From an optimization exercise on the open Yosys and OpenROAD flow, aimed at small area, a short achievable clock period and few clock cycles; shortcuts taken in it are not production practice.
In this exercise RTL edits were held to simulation tests only and were not proved equivalent to the original.
Power is estimated from default activity; no workload was simulated.

## job 8202
==> flow/design.v <==
package pls_pkg;
    typedef enum logic [1:0] {
        CMD_INSERT = 2'd0,
        CMD_DELETE = 2'd1,
        CMD_LENGTH = 2'd2,
        CMD_STREAM = 2'd3
    } t_cmd;
    typedef enum logic [1:0] {
        ST_OK      = 2'd0,
        ST_BAD_POS = 2'd1,
        ST_EMPTY   = 2'd2,
        ST_FULL    = 2'd3
    } t_status;
    typedef struct packed {
        t_cmd               command;
        logic [5:0]         position;
        logic signed [31:0] value;
    } t_request;
    typedef struct packed {
        t_status            status;
        logic signed [31:0] entry;
        logic [6:0]         length;
        logic               last;
    } t_result;
    typedef enum logic [1:0] {
        MV_HOLD  = 2'd0,    
        MV_LEFT  = 2'd1,    
        MV_RIGHT = 2'd2,    
        MV_NEW   = 2'd3     
    } t_move;
endpackage
module pls_step #(
    parameter int SLOT = 0
) (
    input  logic       i_ins,       
    input  logic       i_del,       
    input  logic       i_rot,       
    input  logic [5:0] i_pos,       
    input  logic [5:0] i_count,     
    output logic [3:0] o_sel        
);
    logic w_below;    
    logic w_at;       
    logic w_tail;     
    logic w_inlist;   
    logic w_l, w_r, w_n;
    assign w_below = (6'(SLOT + 1) < i_pos);
    assign w_at    = (6'(SLOT + 1) == i_pos);
    assign w_tail  = (6'(SLOT + 1) >= i_count);
    assign w_inlist = (6'(SLOT) <= i_count);
    assign w_n = (i_rot && w_tail) || (i_ins && w_at && w_inlist);
    assign w_r = (i_rot && !w_tail) || (i_del && !w_below);
    assign w_l = i_ins && !w_below && !w_at;
    assign o_sel = {w_n, w_r, w_l, !(w_n || w_r || w_l)};
endmodule
import pls_pkg::*;
module pls_ram #(
    parameter int DEPTH = 32
) (
    input  logic                     i_clk,
    input  logic [4*DEPTH-1:0]       i_sel,     
    input  logic signed [31:0]       i_new,
    output logic signed [31:0]       o_head     
);
    logic signed [31:0] r_mem [DEPTH];
    for (genvar j = 0; j < DEPTH; j++) begin : g_slot
        logic signed [31:0] w_left, w_right;
        logic               w_h, w_l, w_r, w_n;
        assign w_left  = (j == 0)         ? r_mem[0]         : r_mem[(j == 0) ? 0 : j - 1];
        assign w_right = (j == DEPTH - 1) ? r_mem[DEPTH - 1] : r_mem[(j == DEPTH - 1) ? j : j + 1];
        assign w_h = i_sel[4*j + 0];
        assign w_l = i_sel[4*j + 1];
        assign w_r = i_sel[4*j + 2];
        assign w_n = i_sel[4*j + 3];
        always_ff @(posedge i_clk) begin
            r_mem[j] <= ({32{w_h}} & r_mem[j]) | ({32{w_l}} & w_left)
                      | ({32{w_r}} & w_right)  | ({32{w_n}} & i_new);
        end
    end
    assign o_head = r_mem[0];
endmodule
import pls_pkg::*;
module pls_ctrl
#(
    parameter int CAPACITY = 32
) (
    input  logic                      i_clk,
    input  logic                      i_rst_n,
    input  logic                      i_start,
    input  pls_pkg::t_request         i_req,
    output logic                      o_busy,
    output logic                      o_strobe,
    output pls_pkg::t_result          o_result,
    output logic [4*CAPACITY-1:0]     o_sel,
    output logic signed [31:0]        o_new,
    input  logic signed [31:0]        i_head
);
    logic [5:0]         r_count;
    logic [5:0]         r_count_p1;   
    logic [5:0]         r_count_m1;   
    logic               r_full;       
    logic               r_empty;      
    logic               r_res;        
    pls_pkg::t_status   r_status;     
    logic signed [31:0] r_value;
    logic [5:0]         r_rem;        
    logic               r_busy;       
    logic               r_rem_gt2;    
    logic               r_cnt_gt1;    
    logic               w_rot_nx;     
    logic               w_busy_nx;
    logic               r_strobe;
    pls_pkg::t_result   r_result;
    logic               w_take;
    logic               w_pos_zero, w_full, w_empty, w_ins_fit, w_del_fit;
    logic               w_ins_ok, w_del_ok, w_str_ok;
    logic               w_ins_go, w_del_go;
    pls_pkg::t_status   w_status;
    logic [5:0]         w_rem;
    logic               w_rot;
    assign w_take = i_start && !r_busy;
    assign w_pos_zero = (i_req.position == 6'd0);
    assign w_full     = r_full;
    assign w_empty    = r_empty;
    assign w_ins_fit  = (i_req.position <= r_count_p1);
    assign w_del_fit  = (i_req.position <= r_count);
    assign w_ins_ok   = (i_req.command == CMD_INSERT) && !w_full  && !w_pos_zero && w_ins_fit;
    assign w_del_ok   = (i_req.command == CMD_DELETE) && !w_empty && !w_pos_zero && w_del_fit;
    assign w_str_ok   = (i_req.command == CMD_STREAM) && !w_empty;
    assign w_ins_go   = (i_req.command == CMD_INSERT) && !w_full  && !w_pos_zero;
    assign w_del_go   = (i_req.command == CMD_DELETE) && !w_empty && !w_pos_zero;
    always_comb begin
        w_status = ST_OK;
        unique case (i_req.command)
            CMD_INSERT: begin
                if (w_full)                        w_status = ST_FULL;
                else if (w_pos_zero || !w_ins_fit) w_status = ST_BAD_POS;
            end
            CMD_DELETE: begin
                if (w_empty)                       w_status = ST_EMPTY;
                else if (w_pos_zero || !w_del_fit) w_status = ST_BAD_POS;
            end
            CMD_STREAM: begin
                if (w_empty)                       w_status = ST_EMPTY;
            end
            default: ;
        endcase
    end
    always_ff @(posedge i_clk) begin
        if (!i_rst_n) begin
            r_count    <= 6'd0;
            r_count_p1 <= 6'd1;
            r_count_m1 <= 6'd63;
            r_full     <= 1'b0;
            r_empty    <= 1'b1;
            r_cnt_gt1  <= 1'b0;
        end else if (w_take && w_ins_ok) begin
            r_count    <= r_count_p1;
            r_count_p1 <= r_count_p1 + 6'd1;
            r_count_m1 <= r_count;
            r_full     <= (r_count_p1 == 6'(CAPACITY));
            r_empty    <= 1'b0;
            r_cnt_gt1  <= !r_empty;
        end else if (w_take && w_del_ok) begin
            r_count    <= r_count_m1;
            r_count_p1 <= r_count;
            r_count_m1 <= r_count_m1 - 6'd1;
            r_full     <= 1'b0;
            r_empty    <= (r_count_m1 == 6'd0);
            r_cnt_gt1  <= (r_count_m1 > 6'd1);
        end
    end
    always_comb begin
        w_rem = 6'd0;
        if (r_rem > 6'd1) begin
            w_rem = r_rem - 6'd1;
        end else if (w_take && w_str_ok) begin
            w_rem = r_count;
        end
    end
    assign w_rot = r_rot;
    assign w_rot_nx  = r_busy || (i_start && w_str_ok);
    assign w_busy_nx = r_rem_gt2 || (!r_busy && i_start && w_str_ok && r_cnt_gt1);
    logic [4*CAPACITY-1:0] w_sel, r_sel;
    logic                  r_rot;
    for (genvar j = 0; j < CAPACITY; j++) begin : g_move
        pls_step #(
            .SLOT (j)
        ) u_step (
            .i_ins   (w_take && w_ins_go),
            .i_del   (w_take && w_del_go),
            .i_rot   (w_rot_nx),
            .i_pos   (i_req.position),
            .i_count (r_count),
            .o_sel   (w_sel[4*j +: 4])
        );
    end
    for (genvar j = 0; j < CAPACITY; j++) begin : g_selr
        always_ff @(posedge i_clk) begin
            r_sel[4*j+1 +: 3] <= w_sel[4*j+1 +: 3];
        end
        assign r_sel[4*j] = !(r_sel[4*j+1] || r_sel[4*j+2] || r_sel[4*j+3]);
    end
    always_ff @(posedge i_clk) begin
        if (!i_rst_n) begin
            r_rot <= 1'b0;
        end else begin
            r_rot <= w_rot_nx;
        end
    end
    assign o_sel = r_sel;
    assign o_new = w_rot ? i_head : r_value;
    always_ff @(posedge i_clk) begin
        r_value  <= i_req.value;
        r_status <= w_status;
    end
    always_ff @(posedge i_clk) begin
        if (!i_rst_n) begin
            r_res    <= 1'b0;
            r_rem    <= '0;
            r_busy   <= 1'b0;
            r_rem_gt2 <= 1'b0;
            r_strobe <= 1'b0;
        end else begin
            r_res    <= w_take && !w_str_ok;
            r_rem    <= w_rem;
            r_busy   <= w_busy_nx;
            r_rem_gt2 <= (w_rem > 6'd2);
            r_strobe <= r_res || w_rot;
        end
    end
    always_ff @(posedge i_clk) begin
        r_result.status <= w_rot ? ST_OK : r_status;
        r_result.entry  <= w_rot ? i_head : '0;
        r_result.length <= 7'(r_count);
        r_result.last   <= !w_rot || (r_rem == 6'd1);
    end
    assign o_busy   = r_busy;
    assign o_strobe = r_strobe;
    assign o_result = r_result;
endmodule
import pls_pkg::*;
module positional_list_store_top
#(
    parameter int CAPACITY = 32
) (
    input  logic        i_clk,
    input  logic        i_rst_n,
    input  logic        start,
    input  logic [39:0] i_item,
    output logic        busy,
    output logic        o_strobe,
    output logic [41:0] o_result
);
    logic [4*CAPACITY-1:0] w_sel;
    logic signed [31:0]    w_new;
    logic signed [31:0]    w_head;
    pls_pkg::t_request     w_req;
    pls_pkg::t_result      w_result;
    assign w_req    = i_item;
    assign o_result = w_result;
    pls_ctrl #(
        .CAPACITY (CAPACITY)
    ) u_ctrl (
        .i_clk    (i_clk),
        .i_rst_n  (i_rst_n),
        .i_start  (start),
        .i_req    (w_req),
        .o_busy   (busy),
        .o_strobe (o_strobe),
        .o_result (w_result),
        .o_sel    (w_sel),
        .o_new    (w_new),
        .i_head   (w_head)
    );
    pls_ram #(
        .DEPTH (CAPACITY)
    ) u_ram (
        .i_clk  (i_clk),
        .i_sel  (w_sel),
        .i_new  (w_new),
        .o_head (w_head)
    );
endmodule
export LEC_CHECK = 0
export CAP_MARGIN = 10
export CORE_MARGIN = 2
export CORE_UTILIZATION = 40
export CTS_CLUSTER_DIAMETER = 120
export CTS_CLUSTER_SIZE = 24
export PLACE_DENSITY = 0.45
export SETUP_SLACK_MARGIN = 3.0
export SLEW_MARGIN = 10
create_clock -name core_clock -period 5.0 [get_ports {i_clk}]
run.sh (not shown) runs the stock make flow with config.mk's settings and CLKGATE_MAP_FILE= SYNTH_SCRIPT=/design/flow/synth_recipe.tcl, a recipe that flattens the netlist after the stock synthesis.
Testbench counts of job 8202, summed over its fixed seeds: cycles 5,065.
For job 2296, these inputs were changed with respect to job 8202:
--- a/flow/config.mk
+++ b/flow/config.mk
@@ -12,3 +12,3 @@
 export CTS_CLUSTER_SIZE = 24
-export PLACE_DENSITY = 0.45
+export PLACE_DENSITY = 0.5
 export SETUP_SLACK_MARGIN = 3.0
Every stage of the flow completed for job 2296, and the final layout passed the timing, DRC and antenna checks. Looking at number of global-route vias before repair across job 8202 and job 2296, the one that comes out lower is job 8202. The number of placed instances with taps included was comparable across job 8202 and job 2296. Between job 8202 and job 2296, met2 global-route usage is higher for job 8202, job 2296 comes in under that. Job 2296 vs. job 8202: via count lower; final clock skew roughly the same; pre-CTS worst setup slack lower; minimum period implied by the final worst setup slack lower. Job 2296 vs job 8202 — worst hold-check slack rose 0.0056 ns. Between job 2296 and job 8202, it is job 2296 whose final worst-path cycle share is lower, by 0.29 points. Switching component of the power delta (job 2296 − job 8202): favourable. Layout clock buffer count: job 2296 < job 8202.

[what the ideal ports hide]
How much do the figures lean on ideal ports? The routed layouts below were timed once more, with nothing changed but the port constraints. Step 1 (the two cells are an assumption about what drives the block):
set clk [get_ports {i_clk}]
set_driving_cell -lib_cell sky130_fd_sc_hd__clkbuf_16 $clk
set_driving_cell -lib_cell sky130_fd_sc_hd__buf_2 [delete_from_list [all_inputs] $clk]
Step 2 moves the port delays by t, midway between the first and last clock arrival at a register: inputs arrive t later, outputs are due t later. That takes back most of the time a late clock gives input paths. Three values: no drivers, after step 1, after step 2; two values: the first two.
run | t (ns) | slack for setup (ns) | hold slack, ns | worst setup path after step 2 | slew at the worst register clock pin (ns)
job 8202 | 0.781 | 2.793 / 2.719 / 2.095 | 0.445 / 0.445 / 0.445 | input to register | 0.11 / 0.11
job 2296 | 0.772 | 2.807 / 2.760 / 2.096 | 0.451 / 0.451 / 0.451 | input to register | 0.11 / 0.11
After both steps every run listed still meets setup and hold. The setup slack of job 2296, which loses most, moves by -0.047 ns with the drivers and by -0.711 ns with both steps.
